Context: an optimization exercise on an open-source flow, tuned for small area. The choices shown serve that exercise and are no tape-out recipe. Only simulation tests tie the RTL to the original design; equivalence was not proved. Power is estimated from default activity; no workload was simulated.

**design/flow/constraint.sdc**
```tcl
create_clock -name core_clock -period 4.0 [get_ports {Clk_CI}]
set_input_delay 0.8000 -clock core_clock [delete_from_list [all_inputs] [get_ports {Clk_CI}]]
set_output_delay 0.8000 -clock core_clock [all_outputs]
set_load 0.01 [all_outputs]
```
**design/flow/design.v**
```verilog
package hdc_frame_assembler_pkg;
  localparam int INPUT_CHANNELS = 64;
  localparam int RAW_WIDTH      = 15;
  localparam int MODE_W         = 2;
  localparam int LABEL_W        = 5;
  typedef enum logic {
    COLLECT = 1'b0,
    HOLD    = 1'b1
  } asmState_t;
  function automatic int idxWidth(input int n);
    if (n > 1) idxWidth = $clog2(n);
    else       idxWidth = 1;
  endfunction
endpackage
module hdc_frame_slot #(
  parameter int RAW_W = 1024
) (
  input  logic               Clk_CI,
  input  logic               Load_SI,
  input  logic [RAW_W-1:0]   Raw_DI,
  input  logic [hdc_frame_assembler_pkg::MODE_W-1:0]  Mode_DI,
  input  logic [hdc_frame_assembler_pkg::LABEL_W-1:0] Label_DI,
  output logic [RAW_W-1:0]   Raw_DO,
  output logic [hdc_frame_assembler_pkg::MODE_W-1:0]  Mode_DO,
  output logic [hdc_frame_assembler_pkg::LABEL_W-1:0] Label_DO
);
  always_ff @(posedge Clk_CI) begin
    if (Load_SI) begin
      Raw_DO   <= Raw_DI;
      Mode_DO  <= Mode_DI;
      Label_DO <= Label_DI;
    end
  end
endmodule
module hdc_frame_assembler #(
  parameter int CHANNELS = hdc_frame_assembler_pkg::INPUT_CHANNELS,
  parameter int SAMPLE_W = hdc_frame_assembler_pkg::RAW_WIDTH,
  parameter int LANE_W   = 16
) (
  input  logic                         Clk_CI,
  input  logic                         Reset_RI,
  input  logic                         SampleValid_SI,
  output logic                         SampleReady_SO,
  input  logic [SAMPLE_W-1:0]          Sample_DI,
  input  logic                         SampleLast_SI,
  input  logic [hdc_frame_assembler_pkg::MODE_W-1:0]            ModeIn_SI,
  input  logic [hdc_frame_assembler_pkg::LABEL_W-1:0]           LabelIn_DI,
  output logic [hdc_frame_assembler_pkg::idxWidth(CHANNELS)-1:0] ChannelIdx_DO,
  output logic                         ValidOut_SO,
  input  logic                         ReadyIn_SI,
  output logic [hdc_frame_assembler_pkg::MODE_W-1:0]            ModeOut_SO,
  output logic [hdc_frame_assembler_pkg::LABEL_W-1:0]           LabelOut_DO,
  output logic [CHANNELS*LANE_W-1:0]   Raw_DO,
  output logic                         FrameError_SO
);
  localparam int IDX_W = hdc_frame_assembler_pkg::idxWidth(CHANNELS);
  localparam int PK_W  = CHANNELS * SAMPLE_W;
  logic               sampleReady;
  logic [IDX_W-1:0]   chanIdx;
  logic               frameError;
  logic               slotValid;
  logic [SAMPLE_W-1:0] collectLane [CHANNELS];
  logic [hdc_frame_assembler_pkg::MODE_W-1:0]  collectMode;
  logic [hdc_frame_assembler_pkg::LABEL_W-1:0] collectLabel;
  logic accept, atLastIdx, complete, framingErr, slotFree, slotLoad;
  assign accept     = SampleValid_SI & sampleReady;
  assign atLastIdx  = (chanIdx == IDX_W'(CHANNELS - 1));
  assign complete   = accept & atLastIdx & SampleLast_SI;
  assign framingErr = accept & (SampleLast_SI != atLastIdx);
  assign slotFree   = ~slotValid | ReadyIn_SI;
  assign slotLoad   = slotFree & (~sampleReady | complete);
  always_ff @(posedge Clk_CI or negedge Reset_RI) begin
    if (!Reset_RI) begin
      sampleReady <= 1'b1;
      chanIdx     <= '0;
      frameError  <= 1'b0;
      slotValid   <= 1'b0;
    end else begin
      if (accept) begin
        chanIdx <= framingErr ? '0 : chanIdx + IDX_W'(1);
      end
      if (framingErr) begin
        frameError <= 1'b1;
      end
      if (sampleReady) begin
        if (complete & ~slotFree) sampleReady <= 1'b0;
      end else begin
        if (slotFree) sampleReady <= 1'b1;
      end
      if (slotLoad) begin
        slotValid <= 1'b1;
      end else if (ReadyIn_SI) begin
        slotValid <= 1'b0;
      end
    end
  end
  always_ff @(posedge Clk_CI) begin
    for (int k = 0; k < CHANNELS; k++) begin
      if (chanIdx == IDX_W'(k) && (k != 0 || sampleReady)) begin
        collectLane[k] <= Sample_DI;
      end
    end
    if (chanIdx == '0 && sampleReady) begin
      collectMode  <= ModeIn_SI;
      collectLabel <= LabelIn_DI;
    end
  end
  logic [PK_W-1:0] loadPk;
  always_comb begin
    for (int k = 0; k < CHANNELS - 1; k++) begin
      loadPk[k*SAMPLE_W +: SAMPLE_W] = collectLane[k];
    end
    loadPk[(CHANNELS-1)*SAMPLE_W +: SAMPLE_W] =
      sampleReady ? Sample_DI : collectLane[CHANNELS-1];
  end
  logic [PK_W-1:0] slotPk;
  hdc_frame_slot #(
    .RAW_W (PK_W)
  ) uSlot (
    .Clk_CI   (Clk_CI),
    .Load_SI  (slotLoad),
    .Raw_DI   (loadPk),
    .Mode_DI  (collectMode),
    .Label_DI (collectLabel),
    .Raw_DO   (slotPk),
    .Mode_DO  (ModeOut_SO),
    .Label_DO (LabelOut_DO)
  );
  always_comb begin
    for (int k = 0; k < CHANNELS; k++) begin
      Raw_DO[k*LANE_W +: LANE_W] = {~slotValid, slotPk[k*SAMPLE_W +: SAMPLE_W]};
    end
  end
  assign SampleReady_SO = sampleReady;
  assign ChannelIdx_DO  = chanIdx;
  assign FrameError_SO  = frameError;
  assign ValidOut_SO    = slotValid;
endmodule
```
**design/flow/flow/run.sh**
```bash
#!/bin/bash
# Standard ORFS layout (standard.sh, unchanged synthesis) with these changes:
# port buffers use the smallest buffer cell, the first fanout repair may not
# use the largest buffers, and the clock tree uses clkbuf_8 with small sink
# clusters and no dummy loads.
set -e
HERE=$(cd "$(dirname "$0")" && pwd)
export BUFFER_PORTS_ARGS="-buffer_cell sky130_fd_sc_hd__buf_1"
export PRE_RESIZE_TCL="$HERE/pre_resize.tcl"
export CTS_ARGS="-sink_clustering_enable -repair_clock_nets -buf_list sky130_fd_sc_hd__clkbuf_8 -sink_clustering_size 16 -sink_clustering_max_diameter 50 -dont_use_dummy_load"
bash standard.sh > standard.log 2>&1
```
**design/flow/config.mk**
```make
export PLATFORM = sky130hd
export DESIGN_NAME = hdc_frame_assembler
export DESIGN_NICKNAME = hdc_frame_assembler
export VERILOG_FILES = /design/flow/design.v
export SDC_FILE = /design/flow/constraint.sdc
export NUM_CORES = 4
export LEC_CHECK = 0
export CAP_MARGIN = 20
export CORE_MARGIN = 2
export CORE_UTILIZATION = 75
export GPL_TIMING_DRIVEN = 0
export PLACE_DENSITY = 0.85
export SLEW_MARGIN = 20
```
**design/flow/standard.sh**
```bash
#!/bin/bash
# synth_recipe.tcl (not shown) runs the flow's synth.tcl, then flattens the netlist and writes it again
# the make line also repeats each setting of config.mk as NAME=value (left out here)
make -C /OpenROAD-flow-scripts/flow DESIGN_CONFIG=/design/flow/config.mk WORK_HOME=/design/flow/orfs CLKGATE_MAP_FILE= SYNTH_SCRIPT=/design/flow/synth_recipe.tcl "${@:-finish}"
```
**design/flow/flow/pre_resize.tcl**
```tcl
# Keep the first fanout repair from building trees of the largest buffers.
set_dont_use {sky130_fd_sc_hd__buf_12 sky130_fd_sc_hd__buf_16 sky130_fd_sc_hd__clkbuf_16}
```
==> impl_metrics.json, run 1 <==
{
  "synthCells": 2164,
  "synthDistinctLibCells": 30,
  "start_util_pct": 75.6,
  "synthesis.area_um2": 59600,
  "rows": 103,
  "synth_area_per_cell_um2": 27.5,
  "async_flop_share_pct": 0.463,
  "ys.flop_type": "edfxtp_1",
  "outcome": "aborted with a tool error",
  "die_w_um": 286,
  "die_y_um": 286,
  "yosysWarnings": 3,
  "synthTopCellsByCount": "1934 x edfxtp_1, 68 x nor2_1, 64 x buf_4",
  "synth.area.top_cells": "edfxtp_1 97%, buf_4 0.81%, nor2_1 0.43%",
  "tool.error": "[ERROR PPL-0024] Number of IO pins (1067) exceeds maximum number of available positions (1030). Increase the die perimeter from 1143.62um to 1451.12um.",
  "seq_area_frac_synth_pct": 97.8,
  "synth_edf_count": 1934,
  "synth-seq-cells": 1943,
  "netlist.area_leader.share_pct": 97.4,
  "yosysTopAreaCell": "edfxtp_1",
  "haltStage": "I/O pin placement",
  "yosysMostFrequentCell": "edfxtp_1"
}
[cells by family after synthesis]
logic type | count (synthesis) | share of synthesized area (%)
AO/OA/AOI/OAI | 14 | 0.139
adder cells (fa/ha/maj) | 4 | 0.0840
buffers and inverters | 82 | 0.926
flip-flops | 1943 | 97.8
multiplexers | 15 | 0.283
AND/OR/NAND/NOR | 106 | 0.749
==> inputs of run 2 (changes only) <==
--- a/design/flow/config.mk
+++ b/design/flow/config.mk
@@ -8,6 +8,5 @@
 export CAP_MARGIN = 20
 export CORE_MARGIN = 2
-export CORE_UTILIZATION = 75
+export CORE_UTILIZATION = 70
 export GPL_TIMING_DRIVEN = 0
-export PLACE_DENSITY = 0.85
 export SLEW_MARGIN = 20
==> run 2 against run 1 <==
Now clean on timing, DRC and antenna. Synthesized cell count is the same. Area after synthesis is the same.
==> impl_metrics.json, run 2 <==
{
  "async_flop_share_pct": 0.463,
  "ir_drop_mv": 0.482,
  "maxCapViolations": 0,
  "worstHoldStart": "LabelIn_DI[4]",
  "vias": 27400,
  "r2r_start": "chanIdx[1]",
  "multiInputGateArea_um2": 940,
  "rsz0062_at_grt": "false",
  "cp_slowest_cell": "nor2_4",
  "numCtsBuffers": 145,
  "port_buffers": 1066,
  "setup_violations": 0,
  "p_per_area_nw_per_um2": 461,
  "cts_tree": "yes",
  "synth_edf_count": 1934,
  "cpMostUsedCell": "buf_8",
  "synthesis.area_um2": 59600,
  "h-tree-depth": 4,
  "dr.pass1.iters": 5,
  "first_iter_violations": 3103,
  "top_regs": "collectLane: 960 flops, uSlot.Raw_DO: 960 flops, chanIdx: 6 flops",
  "drc_errors": 0,
  "final_core_util_pct": 81.1,
  "worstSkewPairLatency_ns": 0.84,
  "synth.area.top_cells": "edfxtp_1 97%, buf_4 0.81%, nor2_1 0.43%",
  "yosysTopAreaCell": "edfxtp_1",
  "drive_above_1_share_pct": 12.0,
  "finalClockSkew_ns": 0.0711,
  "slowest_delay_ns": 0.48,
  "max_slew_margin_pct": 29.3,
  "final_cell_mix": "1934 x edfxtp_1, 1052 x buf_1, 145 x clkbuf_8, 82 x buf_8, 78 x buf_4",
  "reg2reg_depth": 11,
  "dp.final_hpwl_mm": 114,
  "avgRoutedWirePerCell_um": 34.0,
  "antenna_left": 0,
  "die_y_um": 296,
  "period_minus_slack_ns": 3.50,
  "clock-sinks": 1943,
  "yosysMostFrequentCell": "edfxtp_1",
  "finalWirelength_mm": 157,
  "fillers": 4070,
  "nets": 3515,
  "fmax_mhz": 286,
  "required_ns": 4.51,
  "grt_max_degree": 62,
  "boundaryPins": 1067,
  "cts-root-buf": "clkbuf_8",
  "area.sequential_um2": 58300,
  "hold-path-endpoint": "collectLabel[4]",
  "outcome": "complete, no violations",
  "die_w_um": 296,
  "rows": 107,
  "dieArea_um2": 87500,
  "hp-class": "in -> reg",
  "globalplace.congestion": 0.867,
  "min_period_over_period_pct": 87.5,
  "fin_tns_setup_ns": 0,
  "synthDistinctLibCells": 30,
  "final_common_cell": "edfxtp_1",
  "routed_via_density": 5.91,
  "netlist.area_leader.share_pct": 97.4,
  "start_kind": "flip-flop",
  "tightest_slew_ns": 1.06,
  "path_max_fanout": 29,
  "clockBufferDepth": 3,
  "slew_viol_final": 0,
  "crit_path_end_kind": "flip-flop",
  "ys.flop_type": "edfxtp_1",
  "antenna_found_initial": 4,
  "synthTopCellsByCount": "1934 x edfxtp_1, 68 x nor2_1, 64 x buf_4",
  "synth_area_per_cell_um2": 27.5,
  "track_usage_pct": 36.0,
  "p_leak_nw": 21.2,
  "synth-seq-cells": 1943,
  "crit_chain": "ha_4 -> nand3_4 -> nor2_4 -> a31oi_4 -> a21oi_4 -> buf_8 -> buf_8 -> buf_8 -> buf_8 -> buf_8 -> buf_8",
  "gr-total-overflow": 0,
  "yosysWarnings": 3,
  "r2r_slack_ns": 0.50,
  "arrival_ns": 4.00,
  "grt_pass1_wl_mm": 209,
  "grt_pass1_vias": 25700,
  "path_clk_slew_ns": 0.09,
  "min_path_cells": 1,
  "seq_area_frac_synth_pct": 97.8,
  "critPathKind": "reg -> reg",
  "core-area_um2": 84700,
  "finalHoldViolCount": 0,
  "regToRegEndpoint": "uSlot.Raw_DO[599]",
  "start_util_pct": 70.3,
  "syn_to_final_growth_pct": 15.3,
  "synthCells": 2164
}
## run 2: per-layer routing
metal / track usage [%] / vias to the layer above / wire [µm]
li1: - / 11100 / -
met1: 45.3 / 13900 / 51800
met5: 0 / - / 0
met3: 11.3 / 338 / 18500
met4: 19.0 / 0 / 9580
met2: 57.5 / 1997 / 77400
## run 2: metrics by stage
stage	hold slack (ns)	instances	setup slack (ns)	instance area (µm²)	total power, W
after floorplan	0.400	2164	-13.46	59700	0.0229
after global placement	0.400	4374	-18.97	65100	0.0232
after detailed placement	0.405	4474	0.0722	66600	0.0233
after CTS	0.0759	4620	0.105	68600	0.0317
after global routing	0.114	4630	0.291	68700	0.0324
final	0.157	4630	0.501	68700	0.0317
## run 2: cell type report
class                   instances  share of cell area [%]
diodes                          4                  0.0146
plain buffers                  74                   0.765
clock buffers                 145                    2.90
inverters                       8                  0.0437
multi-input cells             139                    1.37
flip-flops and latches       1943                    84.8
well taps                    1144                    2.08
repair buffers               1173                    7.99
## run 2: critical path, delay by kind of cell, from the launching register on
kind / cells / cell delay, ns
AOI/OAI and AO/OA: 2 / 0.42
adders and majority gates: 1 / 0.21
buffers and inverters: 6 / 1.47
DFF: 1 / 0.45
and+or+nand+nor: 2 / 0.65
## run 2: worst max path at each step
stage	start	end	slack, ns	depth (start not counted)
final	chanIdx[1]	uSlot.Raw_DO[599]	0.50	11
after global routing	chanIdx[1]	uSlot.Raw_DO[830]	0.29	11
after CTS	chanIdx[1]	uSlot.Raw_DO[593]	0.10	11
after detailed placement	chanIdx[1]	uSlot.Raw_DO[909]	0.07	11
after global placement	chanIdx[0]	uSlot.Raw_DO[864]	-18.97	5
after floorplan	chanIdx[0]	uSlot.Label_DO[0]	-13.46	5
## run 2: report_power, final
part | internal [W] | switching (W)
Sequential | 0.0223 | 0.0000295
Combinational | 0.0000899 | 0.000415
Clock | 0.00326 | 0.00557
## run 2: kinds of logic after synthesis
kind of cell | after synthesis | share of synthesized area, %
buf+inv | 82 | 0.926
fa+ha+maj | 4 | 0.0840
flops | 1943 | 97.8
simple gates | 106 | 0.749
compound gates | 14 | 0.139
mux | 15 | 0.283
## run 2: what timing repair did
action / CTS / global route
hold buffers: 1 / 0
endpoints found under the hold margin: 8 / 0
resized for setup: 0 / 0
setup buffers: 0 / 6
endpoints found under the setup margin: 0 / 50
==> inputs of run 3 (changes only) <==
--- a/design/flow/design.v
+++ b/design/flow/design.v
@@ -129,5 +129,5 @@
   always_comb begin
     for (int k = 0; k < CHANNELS; k++) begin
-      Raw_DO[k*LANE_W +: LANE_W] = {~slotValid, slotPk[k*SAMPLE_W +: SAMPLE_W]};
+      Raw_DO[k*LANE_W +: LANE_W] = LANE_W'(slotPk[k*SAMPLE_W +: SAMPLE_W]);
     end
   end
==> design/flow/flow/run.sh (replaced) <==
#!/bin/bash
# Standard ORFS layout (standard.sh, unchanged synthesis) with these changes:
# port buffers use the smallest buffer cell, the first fanout repair may not
# use the largest buffers, and the clock tree uses clkbuf_4 with small sink
# clusters and no dummy loads.
set -e
HERE=$(cd "$(dirname "$0")" && pwd)
export BUFFER_PORTS_ARGS="-buffer_cell sky130_fd_sc_hd__buf_1"
export PRE_RESIZE_TCL="$HERE/pre_resize.tcl"
export CTS_ARGS="-sink_clustering_enable -repair_clock_nets -buf_list sky130_fd_sc_hd__clkbuf_4 -sink_clustering_size 10 -sink_clustering_max_diameter 40 -dont_use_dummy_load"
bash standard.sh > standard.log 2>&1
==> run 3 against run 2 <==
Setup slack got worse by 0.18 ns. Routed wire length decreased by 0.70%. Maximum frequency decreased by 4.8%. Global-route usage decreased by 0.22 points. Critical path depth unchanged. First-iteration DRC count increased by 4.8%. Via count increased by 0.36%. Clock-buffer cell count increased by 71. Final cell count increased by 1.6%. Die area about the same.
==> impl_metrics.json, run 3 <==
{
  "worstSkewPairLatency_ns": 1.13,
  "fillers": 4050,
  "cp_top_family": "buffers and inverters",
  "avgRoutedWirePerCell_um": 33.2,
  "grt_pass1_wl_mm": 208,
  "synth-seq-cells": 1943,
  "setup_violations": 0,
  "vias": 27500,
  "async_flop_share_pct": 0.463,
  "first_iter_violations": 3251,
  "top_regs": "collectLane: 960 flops, uSlot.Raw_DO: 960 flops, chanIdx: 6 flops",
  "grt_pass1_vias": 26300,
  "synth_adder_area_share_pct": 0.0840,
  "regToRegEndpoint": "uSlot.Raw_DO[195]",
  "die_w_um": 296,
  "crit_start": "chanIdx[0]",
  "dieArea_um2": 87500,
  "final_core_util_pct": 80.7,
  "cts_resized": 0,
  "antenna_found_initial": 8,
  "maxCapViolations": 0,
  "path_max_fanout": 26,
  "synth.area.top_cells": "edfxtp_1 97%, buf_4 0.82%, nor2_1 0.43%",
  "max_slew_margin_pct": 31.1,
  "p_per_area_nw_per_um2": 454,
  "cts_tree": "yes",
  "antenna_left": 0,
  "seq_area_frac_synth_pct": 97.8,
  "p_leak_nw": 21.3,
  "start_kind": "flip-flop",
  "track_usage_pct": 35.8,
  "cp_slowest_cell": "nor2_4",
  "path_clk_slew_ns": 0.09,
  "rsz0062_at_grt": "false",
  "slowest_delay_ns": 0.47,
  "cpMostUsedCell": "buf_8",
  "synthMuxAreaShare_pct": 0.283,
  "reg2reg_depth": 11,
  "clock-sinks": 1943,
  "dpl.cell_count": 4469,
  "multiInputGateArea_um2": 1200,
  "core-area_um2": 84700,
  "hp-class": "in -> reg",
  "crit_chain": "ha_4 -> nand3_4 -> nor2_4 -> a31oi_4 -> a21oi_4 -> buf_8 -> buf_8 -> buf_8 -> buf_8 -> buf_8 -> buf_8",
  "synth-simple-area-share_pct": 0.749,
  "preCtsSetupSlack_ns": 0.293,
  "numCtsBuffers": 216,
  "path_buf_inv": 6,
  "crit_path_end_kind": "flip-flop",
  "syn_to_final_growth_pct": 14.8,
  "min_path_cells": 1,
  "start_util_pct": 70.3,
  "synth_area_per_cell_um2": 27.5,
  "die_y_um": 296,
  "arrival_ns": 4.40,
  "critPathKind": "reg -> reg",
  "synth_edf_count": 1934,
  "routed_via_density": 5.84,
  "drc_errors": 0,
  "period_minus_slack_ns": 3.68,
  "area.sequential_um2": 58300,
  "grt_max_degree": 31,
  "clockBufferDepth": 3,
  "outcome": "complete, no violations",
  "port_buffers": 1002,
  "required_ns": 4.72,
  "dp.final_hpwl_mm": 112,
  "r2r_start": "chanIdx[0]",
  "r2r_slack_ns": 0.32,
  "finalClockSkew_ns": 0.157,
  "post_dp_cell_area_um2": 66600,
  "worstHoldStart": "Sample_DI[8]",
  "finalWirelength_mm": 156,
  "tightest_slew_ns": 1.03,
  "yosysWarnings": 3,
  "gr-total-overflow": 0,
  "finalHoldViolCount": 0,
  "hold-path-endpoint": "collectLane[34][8]",
  "cts-root-buf": "clkbuf_4",
  "fmax_mhz": 272,
  "synthesis.area_um2": 59600,
  "yosysTopAreaCell": "edfxtp_1",
  "synth_top_family_by_area": "buffers and inverters",
  "rows": 107,
  "finalInstanceArea_um2": 68400,
  "h-tree-depth": 4,
  "synth_compound_area_share_pct": 0.139,
  "boundaryPins": 1067,
  "setup_slack_ns": 0.323,
  "nets": 3590,
  "synthDistinctLibCells": 31,
  "drive_above_1_share_pct": 13.6,
  "synthTopCellsByCount": "1934 x edfxtp_1, 68 x nor2_1, 65 x buf_4",
  "netlist.area_leader.share_pct": 97.4,
  "synthXorXnorAreaFrac_pct": 0,
  "min_period_over_period_pct": 91.9,
  "ys.flop_type": "edfxtp_1",
  "final_cell_mix": "1934 x edfxtp_1, 987 x buf_1, 216 x clkbuf_4, 85 x buf_8, 71 x buf_4",
  "globalplace.congestion": 0.872,
  "yosysMostFrequentCell": "edfxtp_1",
  "fin_cells": 4703,
  "dr.pass1.iters": 6,
  "slew_viol_final": 0,
  "fin_tns_setup_ns": 0,
  "final_common_cell": "edfxtp_1",
  "ir_drop_mv": 0.358,
  "synthCells": 2166
}
[run 3: cell families after synthesis]
family / Yosys count
DFF: 1943
and+or+nand+nor: 106
buffers and inverters: 83
muxes: 15
AOI/OAI and AO/OA: 14
adders and majority gates: 4
other: 1
[run 3: worst max path at each step]
stage                   endpoint  slack [ns]  depth (start not counted)
3_3_place_gp   uSlot.Raw_DO[901]      -18.87                          5
3_5_place_dp   uSlot.Raw_DO[926]        0.29                         11
4_1_cts        uSlot.Raw_DO[195]        0.28                         11
6_report       uSlot.Raw_DO[195]        0.32                         11
5_1_grt        uSlot.Raw_DO[204]        0.10                         11
2_1_floorplan  uSlot.Label_DO[0]      -13.46                          5
[run 3: through the flow]
stage / hold slack [ns] / total power [W]
after detailed placement: 0.405 / 0.0234
after CTS: 0.0584 / 0.0311
after global routing: 0.107 / 0.0319
after global placement: 0.400 / 0.0233
after floorplan: 0.400 / 0.0229
final: 0.199 / 0.0311
[run 3: per-layer routing]
layer	vias up	track usage [%]	part of all wire [%]
li1	11300	-	-
met1	13800	44.8	33
met2	2008	57.3	50
met3	344	12.4	12
met4	8	17.0	5.3
met5	-	0	0.029
[run 3: power by group]
part | switching (W) | total, W | internal (W) | leakage (nW)
registers | 0.0000285 | 0.0223 | 0.0223 | 17.5
clock network | 0.00563 | 0.00811 | 0.00247 | 0.994
logic | 0.000463 | 0.000613 | 0.000149 | 2.84
total | 0.00613 | 0.0311 | 0.0249 | 21.3
[run 3: what timing repair did]
item | 4_1_cts | 5_1_grt
hold buffers | 16 | 0
buffers inserted | 0 | 0
endpoints found under the hold margin | 34 | 0
[run 3: area by class of cell]
class | count | area share (%)
clock buffer | 216 | 2.37
inverter | 8 | 0.0439
antenna | 2 | 0.00731
buffer | 75 | 0.781
timing repair buffer | 1112 | 7.74
sequential | 1943 | 85.2
multi-input combinational | 203 | 1.75
tap | 1144 | 2.09
==> inputs of run 4 (changes only) <==
--- a/design/flow/design.v
+++ b/design/flow/design.v
@@ -60,5 +60,6 @@
   logic               frameError;
   logic               slotValid;
-  logic [SAMPLE_W-1:0] collectLane [CHANNELS];
+  logic [(CHANNELS-1)*SAMPLE_W-1:0] collectShift;
+  logic [SAMPLE_W-1:0] collectLast;
   logic [hdc_frame_assembler_pkg::MODE_W-1:0]  collectMode;
   logic [hdc_frame_assembler_pkg::LABEL_W-1:0] collectLabel;
@@ -96,8 +97,9 @@
   end
   always_ff @(posedge Clk_CI) begin
-    for (int k = 0; k < CHANNELS; k++) begin
-      if (chanIdx == IDX_W'(k) && (k != 0 || sampleReady)) begin
-        collectLane[k] <= Sample_DI;
-      end
+    if (accept & ~atLastIdx) begin
+      collectShift <= {Sample_DI, collectShift[(CHANNELS-1)*SAMPLE_W-1:SAMPLE_W]};
+    end
+    if (atLastIdx) begin
+      collectLast <= Sample_DI;
     end
     if (chanIdx == '0 && sampleReady) begin
@@ -107,11 +109,5 @@
   end
   logic [PK_W-1:0] loadPk;
-  always_comb begin
-    for (int k = 0; k < CHANNELS - 1; k++) begin
-      loadPk[k*SAMPLE_W +: SAMPLE_W] = collectLane[k];
-    end
-    loadPk[(CHANNELS-1)*SAMPLE_W +: SAMPLE_W] =
-      sampleReady ? Sample_DI : collectLane[CHANNELS-1];
-  end
+  assign loadPk = {sampleReady ? Sample_DI : collectLast, collectShift};
   logic [PK_W-1:0] slotPk;
   hdc_frame_slot #(
==> design/flow/flow/run.sh (replaced) <==
#!/bin/bash
# Standard ORFS layout (standard.sh, unchanged synthesis) with these changes:
# port buffers use the smallest buffer cell, the first fanout repair may not
# use the largest buffers, and the clock tree uses clkbuf_8 with small sink
# clusters and no dummy loads.
set -e
HERE=$(cd "$(dirname "$0")" && pwd)
export BUFFER_PORTS_ARGS="-buffer_cell sky130_fd_sc_hd__buf_1"
export PRE_RESIZE_TCL="$HERE/pre_resize.tcl"
export CTS_ARGS="-sink_clustering_enable -repair_clock_nets -buf_list sky130_fd_sc_hd__clkbuf_8 -sink_clustering_size 16 -sink_clustering_max_diameter 50 -dont_use_dummy_load"
bash standard.sh > standard.log 2>&1
==> run 4 against run 3 <==
The flow now stops in I/O pin placement. Synthesized cell count shrank 4.1%. Area after synthesis down 0.54%.
==> impl_metrics.json, run 4 <==
{
  "outcome": "aborted with a tool error",
  "haltStage": "I/O pin placement",
  "tool.error": "[ERROR PPL-0024] Number of IO pins (1067) exceeds maximum number of available positions (1064). Increase the die perimeter from 1180.18um to 1451.12um.",
  "rows": 106,
  "synthTopCellsByCount": "1934 x edfxtp_1, 66 x buf_4, 15 x mux2_2",
  "synth_top_family_by_area": "buffers and inverters",
  "synth.area.top_cells": "edfxtp_1 98%, buf_4 0.84%, dfrtp_1 0.34%",
  "ys.flop_type": "edfxtp_1",
  "synthMuxAreaShare_pct": 0.302,
  "seq_area_frac_synth_pct": 98.3,
  "synthXorXnorAreaFrac_pct": 0,
  "synth-seq-cells": 1943,
  "synth_area_per_cell_um2": 28.5,
  "synthCells": 2078,
  "synth_adder_area_share_pct": 0.0422,
  "netlist.area_leader.share_pct": 97.9,
  "async_flop_share_pct": 0.463,
  "die_y_um": 295,
  "synthDistinctLibCells": 30,
  "yosysTopAreaCell": "edfxtp_1",
  "synth_compound_area_share_pct": 0.156,
  "synth-simple-area-share_pct": 0.268,
  "synthesis.area_um2": 59300,
  "yosysWarnings": 2,
  "yosysMostFrequentCell": "edfxtp_1",
  "synth_edf_count": 1934,
  "die_w_um": 295,
  "start_util_pct": 70.7
}
-- run 4: cell count changes after synthesis, moves of 3 or more --
cell	before	now
nor2_1	68	4
nand3_1	7	4
clkbuf_1	6	0
nor4_1	0	3
nand2_1	19	4
a21oi_1	2	5
-- run 4: logic make-up after synthesis --
group | count (synthesis)
DFF | 1943
buffers and inverters | 75
and+or+nand+nor | 27
muxes | 16
AOI/OAI and AO/OA | 14
adders and majority gates | 2
other | 1
==> inputs of run 5 (changes only) <==
--- a/design/flow/config.mk
+++ b/design/flow/config.mk
@@ -8,5 +8,5 @@
 export CAP_MARGIN = 20
 export CORE_MARGIN = 2
-export CORE_UTILIZATION = 70
+export CORE_UTILIZATION = 65
 export GPL_TIMING_DRIVEN = 0
 export SLEW_MARGIN = 20
==> run 5 against run 4 <==
Now clean on timing, DRC and antenna. Synthesized cell count did not move. Area after synthesis is the same.
==> impl_metrics.json, run 5 <==
{
  "outcome": "complete, no violations",
  "synth_area_per_cell_um2": 28.5,
  "clock-sinks": 1943,
  "setup_violations": 0,
  "rsz0062_at_grt": "false",
  "netlist.area_leader.share_pct": 97.9,
  "crit_path_end_kind": "flip-flop",
  "path_clk_slew_ns": 0.09,
  "vias": 25200,
  "min_period_over_period_pct": 90.3,
  "ys.flop_type": "edfxtp_1",
  "synth_edf_count": 1934,
  "gr-total-overflow": 0,
  "p_leak_nw": 20.6,
  "synthesis.area_um2": 59300,
  "h-tree-depth": 4,
  "cts_tree": "yes",
  "grt_pass1_vias": 25200,
  "synthCells": 2078,
  "antenna_left": 0,
  "synth.area.top_cells": "edfxtp_1 98%, buf_4 0.84%, dfrtp_1 0.34%",
  "required_ns": 4.53,
  "critPathKind": "reg -> reg",
  "boundaryPins": 1067,
  "start_kind": "flip-flop",
  "finalHoldViolCount": 0,
  "largest_reg_flops": 960,
  "syn_to_final_growth_pct": 14.8,
  "die_y_um": 306,
  "final_common_cell": "edfxtp_1",
  "core-area_um2": 90100,
  "die_w_um": 306,
  "yosysMostFrequentCell": "edfxtp_1",
  "drive_above_1_share_pct": 9.57,
  "antenna_found_initial": 2,
  "drc_errors": 0,
  "max_slew_margin_pct": 35.2,
  "dr.pass1.iters": 7,
  "track_usage_pct": 28.9,
  "yosysTopAreaCell": "edfxtp_1",
  "regMostFlops": "uSlot.Raw_DO",
  "avgRoutedWirePerCell_um": 29.7,
  "path_max_fanout": 28,
  "fmax_mhz": 277,
  "finalClockSkew_ns": 0.0561,
  "arrival_ns": 4.14,
  "tightest_slew_ns": 0.964,
  "grt_pass1_wl_mm": 186,
  "hp-class": "in -> reg",
  "synth-seq-cells": 1943,
  "numCtsBuffers": 145,
  "finalWirelength_mm": 135,
  "fillers": 4943,
  "async_flop_share_pct": 0.463,
  "top_regs": "uSlot.Raw_DO: 960 flops, collectShift: 945 flops, collectLast: 15 flops",
  "start_util_pct": 65.8,
  "power_w": 0.0322,
  "globalplace.congestion": 0.865,
  "rows": 110,
  "seq_area_frac_synth_pct": 98.3,
  "first_iter_violations": 2832,
  "cts-root-buf": "clkbuf_8",
  "nets": 3406,
  "dp.final_hpwl_mm": 103,
  "final_cell_mix": "1934 x edfxtp_1, 1001 x buf_1, 145 x clkbuf_8, 85 x buf_8, 68 x buf_4",
  "fin_tns_setup_ns": 0,
  "port_buffers": 1001,
  "clockBufferDepth": 3,
  "grt_max_degree": 32,
  "ir_drop_mv": 0.315,
  "yosysWarnings": 2,
  "maxCapViolations": 0,
  "routed_via_density": 5.53,
  "dieArea_um2": 93700,
  "slew_viol_final": 0,
  "synthTopCellsByCount": "1934 x edfxtp_1, 66 x buf_4, 15 x mux2_2",
  "period_minus_slack_ns": 3.61,
  "worstSkewPairLatency_ns": 0.83,
  "synthDistinctLibCells": 30,
  "p_per_area_nw_per_um2": 473
}
==> run 5: kinds of logic after synthesis <==
| family | synth area share [%] |
|---|---|
| simple gates | 0.268 |
| other cells | 0.00632 |
| buf+inv | 0.899 |
| mux | 0.302 |
| fa+ha+maj | 0.0422 |
| flops | 98.3 |
| compound gates | 0.156 |
==> run 5: cell type report <==
type	count	area, µm²	area share, %
Buffer	69	518	0.761
Tap cell	1176	1470	2.16
Inverter	6	22.5	0.0331
Antenna cell	1	2.50	0.00367
Multi-Input combinational cell	123	733	1.08
Clock buffer	145	2000	2.93
Timing Repair Buffer	1089	5050	7.42
Sequential cell	1943	58300	85.6
==> run 5: report_power, final <==
part / internal, W / leakage, nW / switching [W]
clock: 0.00326 / 1.04 / 0.00554
combinational: 0.000118 / 2.58 / 0.000285
sequential: 0.0228 / 17.0 / 0.000221
==> run 5: final timing paths <==
| path | slack (ns) | end | from | cells after the start |
|---|---|---|---|---|
| worst min-delay path | 0.14 | collectLabel[1] | LabelIn_DI[1] | 1 |
| worst max-delay path | 0.39 | collectShift[422] | chanIdx[0] | 13 |
| worst min register to register | 0.40 | uSlot.Label_DO[4] | collectLabel[4] | 0 |
| min in group asynchronous | 0.48 | chanIdx[2] | Reset_RI | 2 |
| max in group asynchronous | 3.13 | sampleReady | Reset_RI | 2 |
| worst max register to register | 0.39 | collectShift[422] | chanIdx[0] | 13 |
==> run 5: routing by layer <==
layer  vias up  share of wire (%)  track usage [%]
met3       227                9.9             10.3
met1     13000                 34             34.1
met2      1199                 52             49.0
met5         -                  0                0
met4         0                3.9             11.5
li1      10700                  -                -
==> run 5: through the flow <==
stage / instance area (µm²) / utilization, % / hold slack, ns / setup WS [ns] / instances
3_3_place_gp: 64800 / 71.9 / 0.403 / -19.47 / 4318
4_1_cts: 68100 / 75.5 / 0.0548 / 0.192 / 4548
3_5_place_dp: 66100 / 73.3 / 0.405 / 0.135 / 4402
6_report: 68100 / 75.5 / 0.139 / 0.386 / 4552
5_1_grt: 68100 / 75.5 / 0.107 / 0.136 / 4552
2_1_floorplan: 59600 / - / 0.400 / -13.28 / 2141
==> run 5: repair_timing <==
item,4_1_cts,5_1_grt
hold buffers,1,0
hold endpoints to repair,8,0
gates resized for setup,0,0
setup endpoints to repair,0,20
setup buffers,0,3
==> run 5: worst max-delay path, stage by stage (launching register included) <==
cell and delay [ns]:
dfrtp_1 0.44, ha_1 0.23, clkbuf_2 0.18, inv_1 0.18, nor2_4 0.16, nor2_4 0.19, buf_8 0.22, buf_8 0.25
buf_8 0.24, buf_8 0.26, buf_8 0.26, buf_8 0.23, buf_8 0.22, buf_8 0.22
==> inputs of run 6 (changes only) <==
==> design/flow/flow/run.sh (replaced) <==
#!/bin/bash
# Standard ORFS layout (standard.sh, unchanged synthesis) with these changes:
# port buffers use the smallest buffer cell; before the first fanout repair,
# high-fanout signal nets get one buffer per compact group of sinks
# (pre_resize.tcl); and the clock tree uses clkbuf_4 with small sink
# clusters and no dummy loads.
set -e
HERE=$(cd "$(dirname "$0")" && pwd)
export BUFFER_PORTS_ARGS="-buffer_cell sky130_fd_sc_hd__buf_1"
export PRE_RESIZE_TCL="$HERE/pre_resize.tcl"
export CTS_ARGS="-sink_clustering_enable -repair_clock_nets -buf_list sky130_fd_sc_hd__clkbuf_4 -sink_clustering_size 10 -sink_clustering_max_diameter 40 -dont_use_dummy_load"
bash standard.sh > standard.log 2>&1
==> design/flow/flow/cluster_buf.tcl (new file) <==
# Splits each high-fanout signal net into spatially compact groups of sinks
# (recursive median bisection) and drives each group from its own buffer,
# placed at the group's centre; repair_design then buffers the few nets left.
proc cb_split {pts maxn} {
  if {[llength $pts] <= $maxn} { return [list $pts] }
  set xs [lsort -real [lmap p $pts {lindex $p 1}]]
  set ys [lsort -real [lmap p $pts {lindex $p 2}]]
  set dx [expr {[lindex $xs end] - [lindex $xs 0]}]
  set dy [expr {[lindex $ys end] - [lindex $ys 0]}]
  set k [expr {$dx >= $dy ? 1 : 2}]
  set s [lsort -real -index $k $pts]
  set h [expr {[llength $s] / 2}]
  return [concat [cb_split [lrange $s 0 [expr {$h - 1}]] $maxn] [cb_split [lrange $s $h end] $maxn]]
}
proc cluster_buffer_nets {minfan maxn cell} {
  set block [ord::get_db_block]
  set nets {}
  foreach net [$block getNets] {
    if {[$net getSigType] ne "SIGNAL"} continue
    if {[llength [$net getITerms]] > $minfan} { lappend nets $net }
  }
  set idx 0
  foreach net $nets {
    set pts {}
    foreach pin [get_pins -of_objects [get_nets [$net getName]] -filter "direction==input"] {
      set xy [[sta::sta_to_db_pin $pin] getAvgXY]
      lappend pts [list $pin [lindex $xy 1] [lindex $xy 2]]
    }
    set groups [cb_split $pts $maxn]
    puts "cluster_buffer_nets: [$net getName] [llength $pts] sinks in [llength $groups] groups"
    foreach g $groups {
      set sx 0; set sy 0
      foreach p $g { set sx [expr {$sx + [lindex $p 1]}]; set sy [expr {$sy + [lindex $p 2]}] }
      set u [$block getDbUnitsPerMicron]
      set cx [expr {double($sx) / [llength $g] / $u}]
      set cy [expr {double($sy) / [llength $g] / $u}]
      set pins [lmap p $g {lindex $p 0}]
      insert_buffer -buffer_cell $cell -net [get_nets [$net getName]] -load_pins $pins -location [list $cx $cy] -buffer_name "cbuf_$idx" -net_name "cbuf_net_$idx"
      incr idx
    }
  }
}
==> design/flow/flow/pre_resize.tcl (replaced) <==
source [file join [file dirname [info script]] cluster_buf.tcl]
cluster_buffer_nets 100 64 sky130_fd_sc_hd__buf_4
set_dont_use {sky130_fd_sc_hd__buf_12 sky130_fd_sc_hd__buf_16 sky130_fd_sc_hd__clkbuf_16}
==> run 6 against run 5 <==
Still clean on timing, DRC and antenna. Maximum frequency up 16%. Via count up 1.4%. Final cell count up 1.0%. Final area down 1.6%. Routed wire length up 1.3%. Register-to-register slack better by 0.50 ns. Area after synthesis unchanged.
==> impl_metrics.json, run 6 <==
{
  "outcome": "complete, no violations",
  "seq_area_frac_synth_pct": 98.3,
  "finalHoldViolCount": 0,
  "boundaryPins": 1067,
  "regMostFlops": "uSlot.Raw_DO",
  "async_flop_share_pct": 0.463,
  "clockBufferDepth": 3,
  "numCtsBuffers": 217,
  "final_cell_mix": "1934 x edfxtp_1, 1001 x buf_1, 217 x clkbuf_4, 97 x buf_4, 64 x conb_1",
  "avgRoutedWirePerCell_um": 29.8,
  "first_iter_violations": 3131,
  "seqPwrFrac_pct": 73.0,
  "final_common_cell": "edfxtp_1",
  "h-tree-depth": 4,
  "max_slew_margin_pct": 32.2,
  "start_kind": "flip-flop",
  "finalWirelength_mm": 137,
  "worstSkewPairLatency_ns": 1.10,
  "die_w_um": 306,
  "drive_above_1_share_pct": 10.0,
  "arrival_ns": 3.81,
  "routed_via_density": 5.56,
  "tightest_slew_ns": 1.01,
  "grt_pass1_wl_mm": 188,
  "yosysTopAreaCell": "edfxtp_1",
  "dpl.cell_count": 4353,
  "setup_violations": 0,
  "drc_errors": 0,
  "port_buffers": 1001,
  "dr.pass1.iters": 5,
  "slew_viol_final": 0,
  "r2r_slack_ns": 0.88,
  "vias": 25500,
  "p_comb_share_pct": 1.2,
  "grt_max_degree": 62,
  "p_leak_nw": 20.2,
  "ys.flop_type": "edfxtp_1",
  "dp.final_hpwl_mm": 98.1,
  "synth-seq-cells": 1943,
  "track_usage_pct": 29.2,
  "fmax_mhz": 321,
  "p_int_w": 0.0254,
  "min_period_over_period_pct": 77.9,
  "fin_cells": 4598,
  "path_max_fanout": 59,
  "yosysWarnings": 2,
  "top_regs": "uSlot.Raw_DO: 960 flops, collectShift: 945 flops, collectLast: 15 flops",
  "ir_drop_mv": 0.410,
  "clock-sinks": 1943,
  "swShare_pct": 19.6,
  "synthesis.area_um2": 59300,
  "syn_to_final_growth_pct": 13.0,
  "gr-total-overflow": 0,
  "antenna_left": 0,
  "synth_area_per_cell_um2": 28.5,
  "netlist.area_leader.share_pct": 97.9,
  "p_per_area_nw_per_um2": 472,
  "synthCells": 2078,
  "power.switching_w": 0.00618,
  "nets": 3451,
  "start_util_pct": 65.8,
  "finalClockSkew_ns": 0.0419,
  "rsz0062_at_grt": "false",
  "cts_resized": 0,
  "fillers": 5209,
  "die_y_um": 306,
  "synthDistinctLibCells": 30,
  "crit_path_end_kind": "flip-flop",
  "cts_tree": "yes",
  "antenna_found_initial": 3,
  "grt_pass1_vias": 25600,
  "dieArea_um2": 93700,
  "synth_edf_count": 1934,
  "critPathKind": "reg -> reg",
  "path_clk_slew_ns": 0.09,
  "final_core_util_pct": 74.3,
  "largest_reg_flops": 960,
  "core-area_um2": 90100,
  "maxCapViolations": 0,
  "period_minus_slack_ns": 3.12,
  "yosysMostFrequentCell": "edfxtp_1",
  "globalplace.congestion": 0.865,
  "power_frac_clock_pct": 25.8,
  "synthTopCellsByCount": "1934 x edfxtp_1, 66 x buf_4, 15 x mux2_2",
  "rows": 110,
  "fin_tns_setup_ns": 0,
  "hp-class": "in -> reg",
  "required_ns": 4.70,
  "synth.area.top_cells": "edfxtp_1 98%, buf_4 0.84%, dfrtp_1 0.34%",
  "cts-root-buf": "clkbuf_4"
}
-- run 6: power by group through the flow --
stage / logic, W / clock network [W] / registers (W)
after detailed placement: 0.000348 / 0 / 0.0235
after CTS: 0.000367 / 0.00835 / 0.0230
after floorplan: 0.000236 / 0 / 0.0236
after global routing: 0.000404 / 0.00907 / 0.0231
final: 0.000372 / 0.00816 / 0.0231
after global placement: 0.000314 / 0 / 0.0238
-- run 6: worst paths after layout --
kind                                    from                 to  cells after the start
max in group asynchronous           Reset_RI         chanIdx[0]                      2
hold reg to reg            collectShift[280]  collectShift[265]                      0
min in group asynchronous           Reset_RI          slotValid                      2
setup / recovery                  chanIdx[0]  collectShift[896]                      7
hold / removal                 SampleLast_SI         chanIdx[4]                      2
setup reg to reg                  chanIdx[0]  collectShift[896]                      7
-- run 6: repair_timing --
| action | CTS | global route |
|---|---|---|
| hold buffers | 26 | 0 |
| hold endpoints to repair | 66 | 0 |
| setup buffers | 0 | 0 |
-- run 6: logic make-up (layout without fill, tap and decap cells) --
| kind of cell | count (synthesis) | after routing | synth area share (%) |
|---|---|---|---|
| simple gates | 27 | 27 | 0.268 |
| compound gates | 14 | 14 | 0.156 |
| buf+inv | 75 | 1354 | 0.899 |
| other cells | 1 | 66 | 0.00632 |
| mux | 16 | 16 | 0.302 |
| flops | 1943 | 1943 | 98.3 |
| fa+ha+maj | 2 | 2 | 0.0422 |
-- run 6: per-layer routing --
metal / track usage (%) / wire [µm]
met5: 0 / 0
met4: 12.4 / 5670
met3: 10.7 / 13600
met2: 48.7 / 70100
met1: 34.7 / 47700
-- run 6: worst max-delay path, cell delays in order, from the launching register on --
cell      delay, ns
dfrtp_1        0.46
ha_1           0.23
clkbuf_2       0.18
inv_1          0.16
nor2_4         0.15
nor2_4         0.60
buf_8          0.28
buf_4          0.67
-- run 6: final cells by class --
class	instances	area, µm²	share of cell area [%]
Multi-Input combinational cell	123	733	1.09
Buffer	69	518	0.773
Sequential cell	1943	58300	87.0
Clock buffer	217	1630	2.43
Timing Repair Buffer	1062	4300	6.42
Tap cell	1176	1470	2.20
Inverter	6	22.5	0.0336
Antenna cell	2	5.00	0.00747
-- run 6: per-stage QoR --
stage / power [W] / hold slack (ns) / area [µm²] / worst slack, ns
floorplan: 0.0238 / 0.400 / 59600 / -13.28
finish: 0.0316 / 0.215 / 67000 / 0.883
global route: 0.0326 / 0.109 / 67000 / 0.749
global placement: 0.0241 / 0.403 / 64800 / -19.47
detailed placement: 0.0239 / 0.405 / 65100 / 0.909
CTS: 0.0318 / 0.0312 / 67000 / 0.882
==> inputs of run 7 (changes only) <==
==> design/flow/flow/run.sh (replaced) <==
#!/bin/bash
# Standard ORFS layout (standard.sh, unchanged synthesis) with these changes:
# port buffers use the smallest buffer cell; before the first fanout repair,
# high-fanout signal nets get one buffer per compact group of sinks
# (pre_resize.tcl); and the clock tree uses clkbuf_8 with small sink
# clusters and no dummy loads.
set -e
HERE=$(cd "$(dirname "$0")" && pwd)
export BUFFER_PORTS_ARGS="-buffer_cell sky130_fd_sc_hd__buf_1"
export PRE_RESIZE_TCL="$HERE/pre_resize.tcl"
export CTS_ARGS="-sink_clustering_enable -repair_clock_nets -buf_list sky130_fd_sc_hd__clkbuf_8 -sink_clustering_size 16 -sink_clustering_max_diameter 50 -dont_use_dummy_load"
bash standard.sh > standard.log 2>&1
==> run 7 against run 6 <==
Still clean on timing, DRC and antenna. Clock power increased by 9.3%. Final area increased by 0.21%. Via count decreased by 2.0%. Highest routed layer unchanged.
==> impl_metrics.json, run 7 <==
{
  "tightest_slew_ns": 1.02,
  "finalClockSkew_ns": 0.0461,
  "largest_reg_flops": 960,
  "routed_via_density": 5.56,
  "r2r_start": "chanIdx[0]",
  "max_slew_margin_pct": 31.3,
  "fin_cells": 4502,
  "yosysTopAreaCell": "edfxtp_1",
  "slowest_delay_ns": 0.66,
  "track_usage_pct": 28.8,
  "drc_errors": 0,
  "avgRoutedWirePerCell_um": 30.2,
  "seqPwrFrac_pct": 71.3,
  "path_clk_slew_ns": 0.08,
  "final_cell_mix": "1934 x edfxtp_1, 1001 x buf_1, 147 x clkbuf_8, 97 x buf_4, 64 x conb_1",
  "maxCapViolations": 0,
  "final_common_cell": "edfxtp_1",
  "swShare_pct": 18.9,
  "vias": 25000,
  "antenna_left": 0,
  "clockBufferDepth": 3,
  "async_flop_share_pct": 0.463,
  "synth.area.top_cells": "edfxtp_1 98%, buf_4 0.84%, dfrtp_1 0.34%",
  "die_w_um": 306,
  "fmax_mhz": 320,
  "synthesis.area_um2": 59300,
  "power_frac_clock_pct": 27.6,
  "rows": 110,
  "grt_max_degree": 62,
  "port_buffers": 1001,
  "ir_drop_mv": 0.320,
  "finalHoldViolCount": 0,
  "period_minus_slack_ns": 3.13,
  "dr.pass1.iters": 6,
  "synth_area_per_cell_um2": 28.5,
  "yosysWarnings": 2,
  "outcome": "complete, no violations",
  "worstHoldStart": "LabelIn_DI[1]",
  "area.sequential_um2": 58300,
  "cpMostUsedCell": "nor2_4",
  "critPathKind": "reg -> reg",
  "start_kind": "flip-flop",
  "die_y_um": 306,
  "seq_area_frac_synth_pct": 98.3,
  "synth_edf_count": 1934,
  "globalplace.congestion": 0.865,
  "p_per_area_nw_per_um2": 482,
  "regMostFlops": "uSlot.Raw_DO",
  "start_util_pct": 65.8,
  "fillers": 5119,
  "r2r_slack_ns": 0.87,
  "setup_violations": 0,
  "required_ns": 4.43,
  "crit_start": "chanIdx[0]",
  "rsz0062_at_grt": "false",
  "numCtsBuffers": 147,
  "arrival_ns": 3.55,
  "crit_chain": "ha_1 -> clkbuf_2 -> inv_1 -> nor2_4 -> nor2_4 -> buf_8 -> buf_4",
  "preCtsSetupSlack_ns": 0.909,
  "multiInputGateArea_um2": 733,
  "ys.flop_type": "edfxtp_1",
  "boundaryPins": 1067,
  "top_regs": "uSlot.Raw_DO: 960 flops, collectShift: 945 flops, collectLast: 15 flops",
  "p_comb_share_pct": 1.1,
  "synthTopCellsByCount": "1934 x edfxtp_1, 66 x buf_4, 15 x mux2_2",
  "dpl.cell_count": 4353,
  "syn_to_final_growth_pct": 13.2,
  "cp_slowest_cell": "buf_4",
  "yosysMostFrequentCell": "edfxtp_1",
  "dieArea_um2": 93700,
  "h-tree-depth": 4,
  "synth-seq-cells": 1943,
  "core-area_um2": 90100,
  "crit_path_end_kind": "flip-flop",
  "p_int_w": 0.0262,
  "setup_slack_ns": 0.873,
  "dp.final_hpwl_mm": 98.1,
  "grt_use_met2_pct": 49.0,
  "synthCells": 2078,
  "hp-class": "in -> reg",
  "cp_top_family": "buffers and inverters",
  "grt_pass1_vias": 24800,
  "grtUsageMet3_pct": 9.91,
  "grtUsageMet1_pct": 34.6,
  "netlist.area_leader.share_pct": 97.9,
  "cts_tree": "yes",
  "fin_tns_setup_ns": 0,
  "clock-sinks": 1943,
  "cts-root-buf": "clkbuf_8",
  "first_iter_violations": 3089,
  "min_period_over_period_pct": 78.2,
  "antenna_found_initial": 2,
  "gr-total-overflow": 0,
  "drive_above_1_share_pct": 8.21,
  "synthDistinctLibCells": 30,
  "slew_viol_final": 0,
  "hold_ws_ns": 0.165,
  "worstSkewPairLatency_ns": 0.83,
  "p_leak_nw": 20.2,
  "path_max_fanout": 59,
  "top_usage_layer": "met2",
  "grt_pass1_wl_mm": 185,
  "power.switching_w": 0.00612,
  "path_buf_inv": 4,
  "finalWirelength_mm": 136,
  "nets": 3356
}
-- run 7: power by group through the flow --
stage	combinational (W)	clock, W	sequential (W)
5_1_grt	0.000382	0.00975	0.0231
2_1_floorplan	0.000236	0	0.0236
6_report	0.000350	0.00892	0.0231
3_5_place_dp	0.000348	0	0.0235
4_1_cts	0.000348	0.00910	0.0230
3_3_place_gp	0.000314	0	0.0238
-- run 7: path summary, 6_finish.rpt --
check                                    end  depth (start not counted)
setup / recovery           collectShift[391]                          7
hold / removal               collectLabel[1]                          1
setup reg to reg           collectShift[391]                          7
min in group asynchronous         frameError                          2
max in group asynchronous         chanIdx[1]                          2
hold reg to reg            collectShift[265]                          0
-- run 7: cell type report --
class,instances,share of cell area (%)
inverter,6,0.0336
clock buffer,147,3.01
sequential,1943,86.9
buffer,69,0.772
tap,1176,2.19
multi-input combinational,123,1.09
antenna,1,0.00373
timing repair buffer,1037,6.04
-- run 7: cells by family after synthesis --
kind of cell | after synthesis | share of synthesized area, %
other | 1 | 0.00632
flip-flops | 1943 | 98.3
adder cells (fa/ha/maj) | 2 | 0.0422
buffers and inverters | 75 | 0.899
AND/OR/NAND/NOR | 27 | 0.268
AO/OA/AOI/OAI | 14 | 0.156
multiplexers | 16 | 0.302
-- run 7: timing repair --
| action | 4_1_cts | 5_1_grt |
|---|---|---|
| endpoints found under the hold margin | 8 | 0 |
| buffers inserted | 0 | 0 |
| gates resized for setup | 0 | 0 |
| hold buffers | 1 | 0 |
-- run 7: routing by layer --
metal	up-vias	part of all wire (%)
met5	-	0
met4	0	3.5
met3	221	9.3
met2	1158	52
met1	13000	35
li1	10600	-
-- run 7: through the flow --
step	utilization, %	instance area, µm²	power (W)
2_1_floorplan	-	59600	0.0238
3_5_place_dp	72.2	65100	0.0239
6_report	74.5	67100	0.0323
3_3_place_gp	71.9	64800	0.0241
4_1_cts	74.5	67100	0.0325
5_1_grt	74.5	67100	0.0332
==> inputs of run 8 (changes only) <==
==> design/flow/flow/run.sh (replaced) <==
#!/bin/bash
# Standard ORFS layout (standard.sh, unchanged synthesis) with these changes:
# port buffers use the smallest buffer cell; before the first fanout repair,
# high-fanout signal nets get one buffer per compact group of sinks and the
# tie-fed output buffers are shrunk (pre_resize.tcl); and the clock tree has
# clkbuf_4 leaves over small sink clusters, a clkbuf_8/16 trunk and no dummy
# loads.
set -e
HERE=$(cd "$(dirname "$0")" && pwd)
export BUFFER_PORTS_ARGS="-buffer_cell sky130_fd_sc_hd__buf_1"
export PRE_RESIZE_TCL="$HERE/pre_resize.tcl"
export CTS_ARGS="-sink_clustering_enable -repair_clock_nets -buf_list {sky130_fd_sc_hd__clkbuf_4 sky130_fd_sc_hd__clkbuf_8 sky130_fd_sc_hd__clkbuf_16} -root_buf sky130_fd_sc_hd__clkbuf_16 -tree_buf sky130_fd_sc_hd__clkbuf_8 -sink_clustering_buffer sky130_fd_sc_hd__clkbuf_4 -sink_clustering_size 10 -sink_clustering_max_diameter 40 -dont_use_dummy_load"
bash standard.sh > standard.log 2>&1
==> design/flow/flow/pre_resize.tcl (replaced) <==
set here [file dirname [info script]]
source [file join $here cluster_buf.tcl]
source [file join $here tie_bufs.tcl]
cluster_buffer_nets 100 64 sky130_fd_sc_hd__buf_4
shrink_tie_buffers sky130_fd_sc_hd__buf_1
set_dont_use {sky130_fd_sc_hd__buf_12 sky130_fd_sc_hd__buf_16 sky130_fd_sc_hd__clkbuf_16}
==> design/flow/flow/tie_bufs.tcl (new file) <==
# Buffers fed by a tie cell (the constant-0 outputs) drive only their port;
# the smallest buffer does.
proc shrink_tie_buffers {cell} {
  set n 0
  foreach inst [get_cells *] {
    if {![string match "sky130_fd_sc_hd__buf_*" [get_property $inst ref_name]]} continue
    set in [get_pins -of_objects $inst -filter "direction==input"]
    set drv [get_pins -of_objects [get_nets -of_objects $in] -filter "direction==output"]
    if {[llength $drv] != 1} continue
    if {[get_property [get_cells -of_objects $drv] ref_name] ne "sky130_fd_sc_hd__conb_1"} continue
    replace_cell $inst $cell
    incr n
  }
  puts "shrink_tie_buffers: $n buffers"
}
==> run 8 against run 7 <==
Core utilization shrank 0.56 points. Final area is 0.75% lower. Global-route usage is 0.071 points higher. Area after synthesis unchanged. Final cell count grew 1.6%. Critical path type unchanged. Critical endpoint is now collectShift[536]. Highest routed layer unchanged.
==> impl_metrics.json, run 8 <==
{
  "port_buffers": 1001,
  "worstSkewPairLatency_ns": 0.72,
  "synth_area_per_cell_um2": 28.5,
  "cts_resized": 0,
  "globalplace.congestion": 0.865,
  "finalHoldViolCount": 0,
  "synthCells": 2078,
  "tightest_slew_ns": 1.02,
  "finalWirelength_mm": 136,
  "path_max_fanout": 59,
  "required_ns": 4.31,
  "numCtsBuffers": 219,
  "p_leak_nw": 19.9,
  "core-area_um2": 90100,
  "start_kind": "flip-flop",
  "fmax_mhz": 320,
  "grt_pass1_wl_mm": 186,
  "hp-class": "in -> reg",
  "slew_viol_final": 0,
  "path_clk_slew_ns": 0.10,
  "antenna_left": 0,
  "clock-sinks": 1943,
  "async_flop_share_pct": 0.463,
  "arrival_ns": 3.43,
  "grt_pass1_vias": 25200,
  "nets": 3428,
  "start_util_pct": 65.8,
  "ir_drop_mv": 0.331,
  "fin_tns_setup_ns": 0,
  "largest_reg_flops": 960,
  "seq_area_frac_synth_pct": 98.3,
  "synthDistinctLibCells": 30,
  "clockBufferDepth": 3,
  "yosysTopAreaCell": "edfxtp_1",
  "hold_ws_ns": 0.270,
  "synthTopCellsByCount": "1934 x edfxtp_1, 66 x buf_4, 15 x mux2_2",
  "dr.pass1.iters": 5,
  "final_common_cell": "edfxtp_1",
  "rows": 110,
  "setup_violations": 0,
  "synth-seq-cells": 1943,
  "synthesis.area_um2": 59300,
  "routed_via_density": 5.56,
  "avgRoutedWirePerCell_um": 29.8,
  "grt_max_degree": 62,
  "netlist.area_leader.share_pct": 97.9,
  "final_cell_mix": "1934 x edfxtp_1, 1065 x buf_1, 202 x clkbuf_4, 64 x conb_1, 33 x buf_4",
  "crit_path_end_kind": "flip-flop",
  "r2r_slack_ns": 0.88,
  "p_per_area_nw_per_um2": 477,
  "ys.flop_type": "edfxtp_1",
  "regMostFlops": "uSlot.Raw_DO",
  "rsz0062_at_grt": "false",
  "synth.area.top_cells": "edfxtp_1 98%, buf_4 0.84%, dfrtp_1 0.34%",
  "outcome": "complete, no violations",
  "min_period_over_period_pct": 78.0,
  "h-tree-depth": 4,
  "gr-total-overflow": 0,
  "antenna_found_initial": 4,
  "syn_to_final_growth_pct": 12.4,
  "die_w_um": 306,
  "first_iter_violations": 2987,
  "drive_above_1_share_pct": 8.27,
  "finalClockSkew_ns": 0.0409,
  "vias": 25400,
  "die_y_um": 306,
  "yosysMostFrequentCell": "edfxtp_1",
  "yosysWarnings": 2,
  "maxCapViolations": 0,
  "dieArea_um2": 93700,
  "drc_errors": 0,
  "synth_edf_count": 1934,
  "top_regs": "uSlot.Raw_DO: 960 flops, collectShift: 945 flops, collectLast: 15 flops",
  "max_slew_margin_pct": 31.5,
  "period_minus_slack_ns": 3.12,
  "boundaryPins": 1067,
  "critPathKind": "reg -> reg",
  "dp.final_hpwl_mm": 97.7,
  "track_usage_pct": 28.9,
  "cts_tree": "yes",
  "cts-root-buf": "clkbuf_16"
}
-- run 8: final timing paths --
check	from	end	cells past startpoint
setup / recovery	chanIdx[0]	collectShift[536]	7
hold / removal	ModeIn_SI[0]	collectMode[0]	1
setup reg to reg	chanIdx[0]	collectShift[536]	7
hold reg to reg	collectShift[801]	uSlot.Raw_DO[801]	0
max in group asynchronous	Reset_RI	sampleReady	2
min in group asynchronous	Reset_RI	slotValid	2
-- run 8: cell type report --
| class | count | area (µm²) |
|---|---|---|
| multi-input cells | 123 | 733 |
| well taps | 1176 | 1470 |
| fillers | 5196 | 23500 |
| diodes | 1 | 2.50 |
| inverters | 6 | 22.5 |
| plain buffers | 69 | 278 |
| flip-flops and latches | 1943 | 58300 |
| repair buffers | 1037 | 4050 |
| clock buffers | 219 | 1760 |
-- run 8: kinds of logic after synthesis --
| group | count (synthesis) | synth area share, % |
|---|---|---|
| AOI/OAI and AO/OA | 14 | 0.156 |
| adders and majority gates | 2 | 0.0422 |
| buffers and inverters | 75 | 0.899 |
| DFF | 1943 | 98.3 |
| muxes | 16 | 0.302 |
| other | 1 | 0.00632 |
| and+or+nand+nor | 27 | 0.268 |
-- run 8: report_power, final --
group,switching [W],internal [W],total [W]
clock network,0.00568,0.00275,0.00843
registers,0.000224,0.0228,0.0231
logic,0.000270,0.0000493,0.000319
-- run 8: critical path, cell delays in order (launching register included) --
cell and delay, ns:
dfrtp_1 0.47, ha_1 0.24, clkbuf_2 0.18, inv_1 0.17, nor2_4 0.16, nor2_4 0.56
buf_8 0.28, buf_4 0.66
-- run 8: metrics by stage --
| stage | std cells | utilization (%) | setup slack [ns] | power (W) | area [µm²] |
|---|---|---|---|---|---|
| floorplan | 2141 | - | -13.28 | 0.0238 | 59600 |
| finish | 4574 | 73.9 | 0.879 | 0.0318 | 66600 |
| CTS | 4573 | 73.9 | 0.888 | 0.0320 | 66600 |
| global route | 4574 | 73.9 | 0.755 | 0.0328 | 66600 |
| global placement | 4318 | 71.9 | -19.47 | 0.0241 | 64800 |
| detailed placement | 4353 | 71.9 | 0.905 | 0.0238 | 64800 |
-- run 8: per-layer routing --
metal	track usage (%)	share of wire, %	vias to the layer above
li1	-	-	10900
met1	34.9	35	13000
met2	49.0	52	1254
met3	9.97	9.7	248
met4	10.3	3.4	0
met5	0	0	-
-- run 8: what timing repair did --
action / in CTS / in global routing
hold buffers: 1 / 0
buffers inserted: 0 / 0
endpoints found under the hold margin: 5 / 0

## static timing again, ports no longer ideal
The results above use ideal ports. As a check the final layouts listed here were re-extracted and re-timed, cells and wires unchanged.
Step 1 (the two cells are an assumption about what drives the block):
set clk [get_ports {Clk_CI}]
set_driving_cell -lib_cell sky130_fd_sc_hd__clkbuf_16 $clk
set_driving_cell -lib_cell sky130_fd_sc_hd__buf_2 [delete_from_list [all_inputs] $clk]
Step 2 also shifts input and output timing later by t, the mid clock arrival at the registers, as if the neighbouring blocks saw the same clock.
Three values: ideal ports, drivers, drivers and shift; two values: the first two.
| run | t, ns | slack for setup (ns) | worst setup path at the end | worst register clock-pin slew, ns |
|---|---|---|---|---|
| run 2 | 0.874 | 0.501 / 0.501 / 0.501 | register to register | 0.10 / 0.10 |
| run 3 | 1.120 | 0.323 / 0.323 / 0.086 | input to register | 0.12 / 0.12 |
| run 5 | 0.877 | 0.386 / 0.386 / 0.189 | input to register | 0.10 / 0.10 |
| run 6 | 1.151 | 0.883 / 0.883 / 0.292 | input to register | 0.11 / 0.11 |
| run 7 | 0.880 | 0.873 / 0.873 / 0.851 | input to register | 0.10 / 0.10 |
| run 8 | 0.768 | 0.879 / 0.879 / 0.879 | register to register | 0.11 / 0.11 |
After both steps setup and hold are still met in every run listed. For run 6, which loses most, drivers alone change the setup slack by 0.000 ns; drivers and shift together by -0.591 ns.
